Context: an optimization exercise on an open-source flow, tuned for small area and a short achievable clock period. The choices shown serve that exercise and are no tape-out recipe. In this exercise RTL edits were held to simulation tests only and were not proved equivalent to the original. Power and IR drop assume default switching activity.

==> flow/design.v (excerpt) <==
module arrmul (
  input  logic         clk,
  input  logic         reset,
  input  logic [0:127] reg_A,
  input  logic [0:127] reg_B,
  input  logic [0:1]   ctrl_ww,
  input  logic [0:4]   alu_op,
  output logic [0:127] result
);
==> flow/config.mk <==
export PLATFORM = sky130hd
export DESIGN_NAME = arrmul
export DESIGN_NICKNAME = arrmul
export VERILOG_FILES = /design/flow/design.v
export SDC_FILE = /design/flow/constraint.sdc
export NUM_CORES = 4
export LEC_CHECK = 0
export CAP_MARGIN = 20
export CORE_MARGIN = 2
export CORE_UTILIZATION = 40
export SLEW_MARGIN = 20
export SYNTH_HIERARCHICAL = 1
==> flow/constraint.sdc <==
create_clock -name core_clock -period 15.0 [get_ports {clk}]
set_input_delay 3.0000 -clock core_clock [delete_from_list [all_inputs] [get_ports {clk}]]
set_output_delay 3.0000 -clock core_clock [all_outputs]
set_load 0.01 [all_outputs]
standard.sh (not shown) runs the stock make flow with config.mk's settings and CLKGATE_MAP_FILE= SYNTH_SCRIPT=/design/flow/synth_recipe.tcl, a recipe that flattens the netlist after the stock synthesis.
==> flow/flow/run.sh <==
#!/bin/bash
# Standard ORFS layout with extra make settings from flow/make_args.txt (one VAR=value per
# line): the port buffers' cell and timing-repair margins. make's full output goes to make.log.
set -euo pipefail
args=()
while IFS= read -r line; do
  [[ -z "$line" || "$line" == \#* ]] && continue
  args+=("$line")
done < flow/make_args.txt
bash standard.sh "${args[@]}" finish > make.log 2>&1
==> flow/flow/make_args.txt <==
BUFFER_PORTS_ARGS=-buffer_cell sky130_fd_sc_hd__buf_1
SETUP_SLACK_MARGIN=5
SKIP_GATE_CLONING=1
Next try:
==> flow/flow/make_args.txt (replaced) <==
BUFFER_PORTS_ARGS=-buffer_cell sky130_fd_sc_hd__buf_1
SETUP_SLACK_MARGIN=5
Now the flow completed and failed the layout checks on max-capacitance violations, max-slew violations. Cell count barely changes. Sequential cell count is unchanged. Area after synthesis is unchanged. Total power stays flat. Via count came out higher by 0.40%. Count of clock-buffer cells in the layout is unchanged. Routed wire length increases by 0.54%. Final area is about the same. Worst hold slack hardly moves. Fmax hardly moves. Combinational power stays flat.


Another version of the RTL of arrmul (not shown whole).
Size: ~3400 cells after synthesis, ~130 flip-flops, about 34000 um^2 of cells after synthesis.
==> flow/config.mk <==
export PLATFORM = sky130hd
export DESIGN_NAME = arrmul
export DESIGN_NICKNAME = arrmul
export VERILOG_FILES = /design/flow/design.v
export SDC_FILE = /design/flow/constraint.sdc
export NUM_CORES = 4
export LEC_CHECK = 0
export CAP_MARGIN = 20
export CORE_MARGIN = 2
export CORE_UTILIZATION = 40
export SLEW_MARGIN = 20
export SYNTH_HIERARCHICAL = 1
==> flow/constraint.sdc <==
create_clock -name core_clock -period 15.0 [get_ports {clk}]
set_input_delay 3.0000 -clock core_clock [delete_from_list [all_inputs] [get_ports {clk}]]
set_output_delay 3.0000 -clock core_clock [all_outputs]
set_load 0.01 [all_outputs]
==> flow/flow/make_args.txt <==
BUFFER_PORTS_ARGS=-buffer_cell sky130_fd_sc_hd__buf_1
SETUP_SLACK_MARGIN=5.8
Scripts as last shown in full above: flow/flow/run.sh
==> next run, changes <==
==> flow/flow/make_args.txt (replaced) <==
BUFFER_PORTS_ARGS=-buffer_cell sky130_fd_sc_hd__buf_1
SETUP_SLACK_MARGIN=5
- The new run completed with no timing, DRC or antenna violations
- total power came out lower by a few percent
- count of clock-buffer cells in the layout went up by 1
- sequential cell count does not change
- final cell count drops slightly
- routed wire length decreases by a few percent
- cell area goes down slightly
- via count goes down slightly
- synthesized cell count stays the same
- worst hold slack loses 0.069 ns
- clock power went down by a little under a tenth
==> next run, changes <==
==> flow/flow/make_args.txt (replaced) <==
BUFFER_PORTS_ARGS=-buffer_cell sky130_fd_sc_hd__buf_1
SETUP_SLACK_MARGIN=6
RECOVER_POWER=50
Now the flow ran to the end with violations: max-capacitance violations, max-slew violations.
Worst setup slack is better by 0.86 ns.
Cell area increases by 2.4%.
Wire length increases by 5.1%.
Sequential power stays flat.
Non-clock buffer count increases by 47.
First-iteration DRC count increases by 16%.
==> next run, changes <==
==> flow/flow/make_args.txt (replaced) <==
BUFFER_PORTS_ARGS=-buffer_cell sky130_fd_sc_hd__buf_1
SETUP_SLACK_MARGIN=7
With this change the flow finished clean. Worst setup slack gets better by 0.35 ns. Worst hold slack gets worse by 0.46 ns. Utilization came out higher by 4.5 points. Sequential share of layout area came out lower by 0.75 points. Cell area came out higher by 9.8%. Critical path depth came out higher by 1. Via count came out higher by 5.0%. Die area does not change. Sequential power is about the same.
==> next run, changes <==
Settings changed: CORE_UTILIZATION 40 to 60, PLACE_DENSITY from default to 0.72.
The new run produced a clean layout.
Hold slack is better by 0.088 ns.
Final cell count drops by a little under a tenth.
Wire length climbs by a few percent.
Core utilization climbs by 25 points.
Via count climbs by a few percent.
Die area drops by a quarter to a third.
Global-route usage climbs by 15 points.
First-iteration DRC count climbs by well over a third.
Count of clock-buffer cells in the layout drops by 2.
Synthesized area does not change.
Design area drops slightly.


arrmul, a different RTL version from the one above (not shown whole).
Size: roughly 4,400 cells after synthesis, ~130 flip-flops, roughly 390 I/O pins, roughly 38,000 µm² of cells after synthesis.
==> flow/design.v (excerpt) <==
module arrmul (
  input  logic         clk,
  input  logic         reset,
  input  logic [0:127] reg_A,
  input  logic [0:127] reg_B,
  input  logic [0:1]   ctrl_ww,
  input  logic [0:4]   alu_op,
  output logic [0:127] result
);
  logic        odd, sv, is16, valid;
  logic        sel_e, sel_o, sel_e16, sel_e8, sel_o16, sel_o8;
  logic [31:0] prod [4];
  logic [0:127] nxt;
  assign valid = arrmul_pkg::is_wmul(alu_op) && (ctrl_ww == arrmul_pkg::w8 || ctrl_ww == arrmul_pkg::w16);
  assign odd = alu_op == arrmul_pkg::aluwmulou || alu_op == arrmul_pkg::aluwmulos;
  assign sv = valid && (alu_op == arrmul_pkg::aluwmules || alu_op == arrmul_pkg::aluwmulos);
  assign is16 = ctrl_ww == arrmul_pkg::w16;
  assign sel_e = valid & ~odd;
  assign sel_o = valid & odd;
  assign sel_e16 = sel_e & is16;
  assign sel_e8 = sel_e & ~is16;
  assign sel_o16 = sel_o & is16;
  assign sel_o8 = sel_o & ~is16;
  for (genvar k = 0; k < 4; k++) begin : g_lane
    logic [31:0] xa, xb;
    logic [15:0] a, b;
    assign xa = reg_A[32*k +: 32];
    assign xb = reg_B[32*k +: 32];
    assign a[15:8] = ({8{sel_e}} & xa[31:24]) | ({8{sel_o16}} & xa[15:8]) | ({8{sel_o8}} & xa[23:16]);
    assign a[7:0] = ({8{sel_o}} & xa[7:0]) | ({8{sel_e16}} & xa[23:16]) | ({8{sel_e8}} & xa[15:8]);
    assign b[15:8] = ({8{sel_e}} & xb[31:24]) | ({8{sel_o16}} & xb[15:8]) | ({8{sel_o8}} & xb[23:16]);
    assign b[7:0] = ({8{sel_o}} & xb[7:0]) | ({8{sel_e16}} & xb[23:16]) | ({8{sel_e8}} & xb[15:8]);
    mul16_lane u_mul (.a(a), .b(b), .sv(sv), .w16(is16), .p(prod[k]));
  end
  assign nxt = {prod[0], prod[1], prod[2], prod[3]};
  always_ff @(posedge clk or negedge reset) begin
    if (!reset) result <= '0;
    else result <= nxt;
  end
endmodule
Settings: LEC_CHECK=0, CAP_MARGIN=20, CORE_MARGIN=2, CORE_UTILIZATION=40, SETUP_SLACK_MARGIN=4, SLEW_MARGIN=20; clock period 15.0 ns.
run.sh (not shown) runs the stock make flow with config.mk's settings and CLKGATE_MAP_FILE= SYNTH_SCRIPT=/design/flow/synth_recipe.tcl, a recipe that flattens the netlist after the stock synthesis.
Stock flow here: none of the scripts above is used.
Next try:
--- a/flow/config.mk
+++ b/flow/config.mk
@@ -11 +10,0 @@
-export SETUP_SLACK_MARGIN = 4
=>
- sequential share of layout area hardly moves
- core utilization barely changes
- count of clock-buffer cells in the layout does not change
- power is about the same
- die area is unchanged


Another version of the RTL of arrmul (not shown whole).
Size in the first run: roughly 3600 cells after synthesis, about 130 flip-flops, ~38000 um^2 of cells after synthesis.
clock: 15.0 ns
lec_check: 0
cap_margin: 20
core_margin: 2
core_utilization: 40
slew_margin: 20
synth_hierarchical: 1
standard.sh (not shown) runs the stock make flow with config.mk's settings and CLKGATE_MAP_FILE= SYNTH_SCRIPT=/design/flow/synth_recipe.tcl, a recipe that flattens the netlist after the stock synthesis.
==> flow/flow/make_args.txt <==
BUFFER_PORTS_ARGS=-buffer_cell sky130_fd_sc_hd__buf_1
SETUP_SLACK_MARGIN=8
Scripts as last shown in full above: flow/flow/run.sh
Change:
==> flow/run.sh (new file) <==
#!/bin/bash
# synth_recipe.tcl (not shown) runs the flow's synth.tcl, then flattens the netlist and writes it again
# the make line also repeats each setting of config.mk as NAME=value (left out here)
make -C /OpenROAD-flow-scripts/flow DESIGN_CONFIG=/design/flow/config.mk WORK_HOME=/design/flow/orfs CLKGATE_MAP_FILE= SYNTH_SCRIPT=/design/flow/synth_recipe.tcl finish
removed: flow/flow/run.sh
removed: flow/flow/make_args.txt
removed: flow/standard.sh
Routed wire length goes down by 9.8%.
Power rose by about 1%.
Final cell count came out lower by 5.4%.
First-iteration DRC count shrinks by 14%.
Sequential power is about the same.
Final area falls by 6.1%.
Non-clock buffer count shrinks by 289.


trial 17:
RTL: one of the versions met above, not the one the previous note started from.
Size: ~130 flip-flops, ~390 I/O pins, roughly 34000 um2 of cells after synthesis.
==> flow/design.v (excerpt) <==
module arrmul (
  input  logic         clk,
  input  logic         reset,
  input  logic [0:127] reg_A,
  input  logic [0:127] reg_B,
  input  logic [0:1]   ctrl_ww,
  input  logic [0:4]   alu_op,
  output logic [0:127] result
);
  logic        mul, w8, w16, sgn, odd, valid;
  logic        sel_e, sel_o, sel_e16, sel_e8, sel_o16, sel_o8, sv, s8, s16;
  logic [31:0] prod [4];
  logic [0:127] nxt;
  assign mul = alu_op[0:2] == 3'b100;   
  assign w8 = ctrl_ww == arrmul_pkg::w8;
  assign w16 = ctrl_ww == arrmul_pkg::w16;
  assign sgn = alu_op[3];
  assign odd = alu_op[4];
  assign sel_e = ~odd;
  assign sel_o = odd;
  assign sel_e16 = ~odd & ctrl_ww[1];
  assign sel_e8 = ~odd & ~ctrl_ww[1];
  assign sel_o16 = odd & ctrl_ww[1];
  assign sel_o8 = odd & ~ctrl_ww[1];
  assign valid = mul & (w8 | w16);
  assign sv = mul & sgn & (w8 | w16);
  assign s8 = mul & sgn & w8;
  assign s16 = mul & sgn & w16;
  for (genvar k = 0; k < 4; k++) begin : g_lane
    mul16_lane u_mul (
      .xa(reg_A[32*k +: 32]), .xb(reg_B[32*k +: 32]),
      .sel_e(sel_e), .sel_o(sel_o), .sel_e16(sel_e16), .sel_e8(sel_e8), .sel_o16(sel_o16), .sel_o8(sel_o8),
      .valid(valid), .sv(sv), .s8(s8), .s16(s16), .p(prod[k])
    );
  end
  assign nxt = {prod[0], prod[1], prod[2], prod[3]};
  always_ff @(posedge clk or negedge reset) begin
    if (!reset) result <= '0;
    else result <= nxt;
  end
endmodule
export LEC_CHECK = 0
export CAP_MARGIN = 20
export CORE_MARGIN = 2
export CORE_UTILIZATION = 40
export SLEW_MARGIN = 20
export SYNTH_HIERARCHICAL = 1
create_clock -name core_clock -period 15.0 [get_ports {clk}]
==> flow/flow/run.sh <==
#!/bin/bash
# Standard ORFS layout with extra make settings from flow/make_args.txt (one VAR=value per
# line): the port buffers' cell and timing-repair margins. make's full output goes to make.log.
set -euo pipefail
args=()
while IFS= read -r line; do
  [[ -z "$line" || "$line" == \#* ]] && continue
  args+=("$line")
done < flow/make_args.txt
bash standard.sh "${args[@]}" finish > make.log 2>&1
==> flow/flow/make_args.txt <==
BUFFER_PORTS_ARGS=-buffer_cell sky130_fd_sc_hd__buf_1
SETUP_SLACK_MARGIN=6
SKIP_GATE_CLONING=1
--- input diff trial 17..trial 1 ---
- GPL_ROUTABILITY_DRIVEN now 0, previously not set
==> flow/flow/make_args.txt <==
BUFFER_PORTS_ARGS=-buffer_cell sky130_fd_sc_hd__buf_1
SETUP_SLACK_MARGIN=6
==> comparison <==
- Trial 17 -> trial 1: detailed-route via count flat
- Trial 1 against trial 17: worst hold slack lost 0.0038 ns; first-pass iteration count of the detailed router lost 1; cell count lost 17; total routing usage reported by global routing neither gained nor lost much; clock slew at the register clock pins of the worst setup and hold paths neither gained nor lost much.
- Relative to trial 17, clock network fraction of design power has gone up in trial 1.


== red ==
arrmul again, from the RTL that the note above started with.
clock: 15.0 ns
lec_check: 0
cap_margin: 20
core_margin: 2
core_utilization: 40
slew_margin: 20
synth_hierarchical: 1
==> flow/flow/make_args.txt <==
BUFFER_PORTS_ARGS=-buffer_cell sky130_fd_sc_hd__buf_1
SETUP_SLACK_MARGIN=6.5
Scripts as last shown in full above: flow/flow/run.sh
What purple does differently from red at the input level:
==> flow/flow/make_args.txt <==
BUFFER_PORTS_ARGS=-buffer_cell sky130_fd_sc_hd__buf_1
SETUP_SLACK_MARGIN=6
-- flow/config.mk --
<<< red, line 8
export CAP_MARGIN = 20
export CORE_MARGIN = 2
export CORE_UTILIZATION = 40
export SLEW_MARGIN = 20
export SYNTH_HIERARCHICAL = 1
>>> purple, line 8
export CAP_MARGIN = 20
export CORE_MARGIN = 2
export CORE_UTILIZATION = 45
export SLEW_MARGIN = 20
export SYNTH_HIERARCHICAL = 1
Findings:
Final core area utilization was higher in the run labelled purple. In the metrics for purple and red, the one carrying the higher number of clock buffer instances in the layout is red. Post-route non-filler standard cell count (lower): purple. purple vs red: final area down. Of the two values seen for highest layer used for signal routing, met5 was produced by red and met4 by purple. As far as post-route setup TNS goes, red and purple are indistinguishable; the numbers are identical. [diff] core outline area, purple relative to red: improvement. purple reports a higher met2 track demand over resource than red does. Between red and purple, the flow reports routed via count divided by cell count increasing by a few percent.


Starting RTL as in the previous note.
clock: 15.0 ns
lec_check: 0
cap_margin: 20
core_margin: 2
core_utilization: 40
gpl_timing_driven: 0
slew_margin: 20
synth_hierarchical: 1
==> flow/flow/make_args.txt <==
BUFFER_PORTS_ARGS=-buffer_cell sky130_fd_sc_hd__buf_1
SETUP_SLACK_MARGIN=6
Scripts as last shown in full above: flow/flow/run.sh
The first run ran to the end with no violations.
Edit:
==> flow/flow/make_args.txt (replaced) <==
BUFFER_PORTS_ARGS=-buffer_cell sky130_fd_sc_hd__buf_1
SETUP_SLACK_MARGIN=5
MATCH_CELL_FOOTPRINT=0
--- a/flow/config.mk
+++ b/flow/config.mk
@@ -9,5 +9,4 @@
 export CORE_MARGIN = 2
 export CORE_UTILIZATION = 40
-export GPL_TIMING_DRIVEN = 0
 export SLEW_MARGIN = 20
 export SYNTH_HIERARCHICAL = 1
=> Setup slack loses 650 ps; total power shrinks by 6.4%; combinational power shrinks by 16%; non-clock buffer count shrinks by 319; wire length shrinks by 7.7%.
Edit:
==> flow/flow/make_args.txt (replaced) <==
BUFFER_PORTS_ARGS=-buffer_cell sky130_fd_sc_hd__buf_1
SETUP_SLACK_MARGIN=6
--- a/flow/config.mk
+++ b/flow/config.mk
@@ -6,7 +6,7 @@
 export NUM_CORES = 4
 export LEC_CHECK = 0
-export CAP_MARGIN = 20
+export CAP_MARGIN = 10
 export CORE_MARGIN = 2
 export CORE_UTILIZATION = 40
-export SLEW_MARGIN = 20
+export SLEW_MARGIN = 10
 export SYNTH_HIERARCHICAL = 1
Effect: Synthesized cell count stays the same; wire length is higher by 5.3%; area after synthesis is unchanged; worst setup slack gets better by 870 ps; non-clock buffer count is higher by 33; worst hold slack gets worse by 5.2 ps; via count is higher by 1.2%; sequential share of layout area is lower by 0.15 points.
Edit:
--- a/flow/config.mk
+++ b/flow/config.mk
@@ -6,7 +6,8 @@
 export NUM_CORES = 4
 export LEC_CHECK = 0
-export CAP_MARGIN = 10
+export CAP_MARGIN = 20
 export CORE_MARGIN = 2
 export CORE_UTILIZATION = 40
-export SLEW_MARGIN = 10
+export PLACE_DENSITY = 0.75
+export SLEW_MARGIN = 20
 export SYNTH_HIERARCHICAL = 1
Design area came out higher by 0.93%.
Total power grows by 2.4%.
Sequential power hardly moves.
Routed wire length came out lower by 1.5%.
Worst hold slack loses 27 ps.
Clock power grows by 6.0%.
Clock-buffer cell count fell by 1.
Die area stays the same.
Edit:
--- a/flow/config.mk
+++ b/flow/config.mk
@@ -9,5 +9,4 @@
 export CORE_MARGIN = 2
 export CORE_UTILIZATION = 40
-export PLACE_DENSITY = 0.75
 export SLEW_MARGIN = 20
 export SYNTH_HIERARCHICAL = 1
- first-iteration DRC count went down by about 18%
- final area went down by about 0.53%
- synthesized area does not change
- critical path depth is unchanged
- power went down by 2.0%

[port drivers added, routing unchanged]
In the flow no input, the clock included, has a driving cell. The finished layouts below were timed again as built, in two steps.
Step 1: set_driving_cell puts a clkbuf_16 on clk and a buf_2 on each other input, an assumption about the parent block.
Step 2, shift: input delay + t, output delay - t, t = (earliest + latest rising clock arrival at the registers) / 2. This alone moves slack from input paths to output paths.
Slacks: ideal / step 1 / step 2; pairs: ideal / step 1.
run | t, ns | setup slack, ns | clock arrival spread, ns | worst data-port slew with drivers (ns)
the first run of note 1 | 0.569 | 5.158 / 5.184 / 4.615 | 0.023 / 0.023 | 0.07
the second run of note 1 | 0.571 | 5.145 / 5.178 / 4.607 | 0.023 / 0.024 | 0.07
the first run of note 2 | 0.579 | 5.973 / 5.982 / 5.403 | 0.028 / 0.027 | 0.06
the second run of note 2 | 0.569 | 5.271 / 5.220 / 4.652 | 0.029 / 0.029 | 0.17
the third run of note 2 | 0.571 | 6.135 / 6.182 / 5.612 | 0.019 / 0.019 | 0.08
the fourth run of note 2 | 0.564 | 6.485 / 6.331 / 5.768 | 0.028 / 0.029 | 0.22
the fifth run of note 2 | 0.552 | 6.106 / 5.988 / 5.436 | 0.024 / 0.024 | 0.18
the first run of note 3 | 0.583 | 4.286 / 4.317 / 3.734 | 0.030 / 0.030 | 0.14
the second run of note 3 | 0.581 | 3.947 / 3.978 / 3.397 | 0.028 / 0.028 | 0.14
the first run of note 4 | 0.585 | 6.039 / 6.076 / 5.490 | 0.023 / 0.023 | 0.11
the second run of note 4 | 0.595 | 4.772 / 4.818 / 4.223 | 0.026 / 0.026 | 0.14
trial 17 | 0.566 | 6.118 / 6.135 / 5.570 | 0.020 / 0.021 | 0.09
trial 1 | 0.569 | 6.139 / 6.186 / 5.617 | 0.019 / 0.020 | 0.08
red | 0.564 | 6.393 / 6.191 / 5.628 | 0.017 / 0.017 | 0.26
purple | 0.562 | 6.136 / 5.985 / 5.423 | 0.021 / 0.020 | 0.23
the first run of note 7 | 0.573 | 5.861 / 5.871 / 5.298 | 0.031 / 0.031 | 0.10
the second run of note 7 | 0.578 | 5.208 / 5.156 / 4.578 | 0.034 / 0.033 | 0.17
the third run of note 7 | 0.573 | 6.076 / 6.124 / 5.551 | 0.020 / 0.020 | 0.08
the fourth run of note 7 | 0.569 | 6.077 / 6.074 / 5.505 | 0.021 / 0.021 | 0.10
the fifth run of note 7 | 0.569 | 6.139 / 6.186 / 5.617 | 0.019 / 0.020 | 0.08
For red, which loses most, drivers alone change the setup slack by -0.202 ns; drivers and shift together by -0.765 ns.
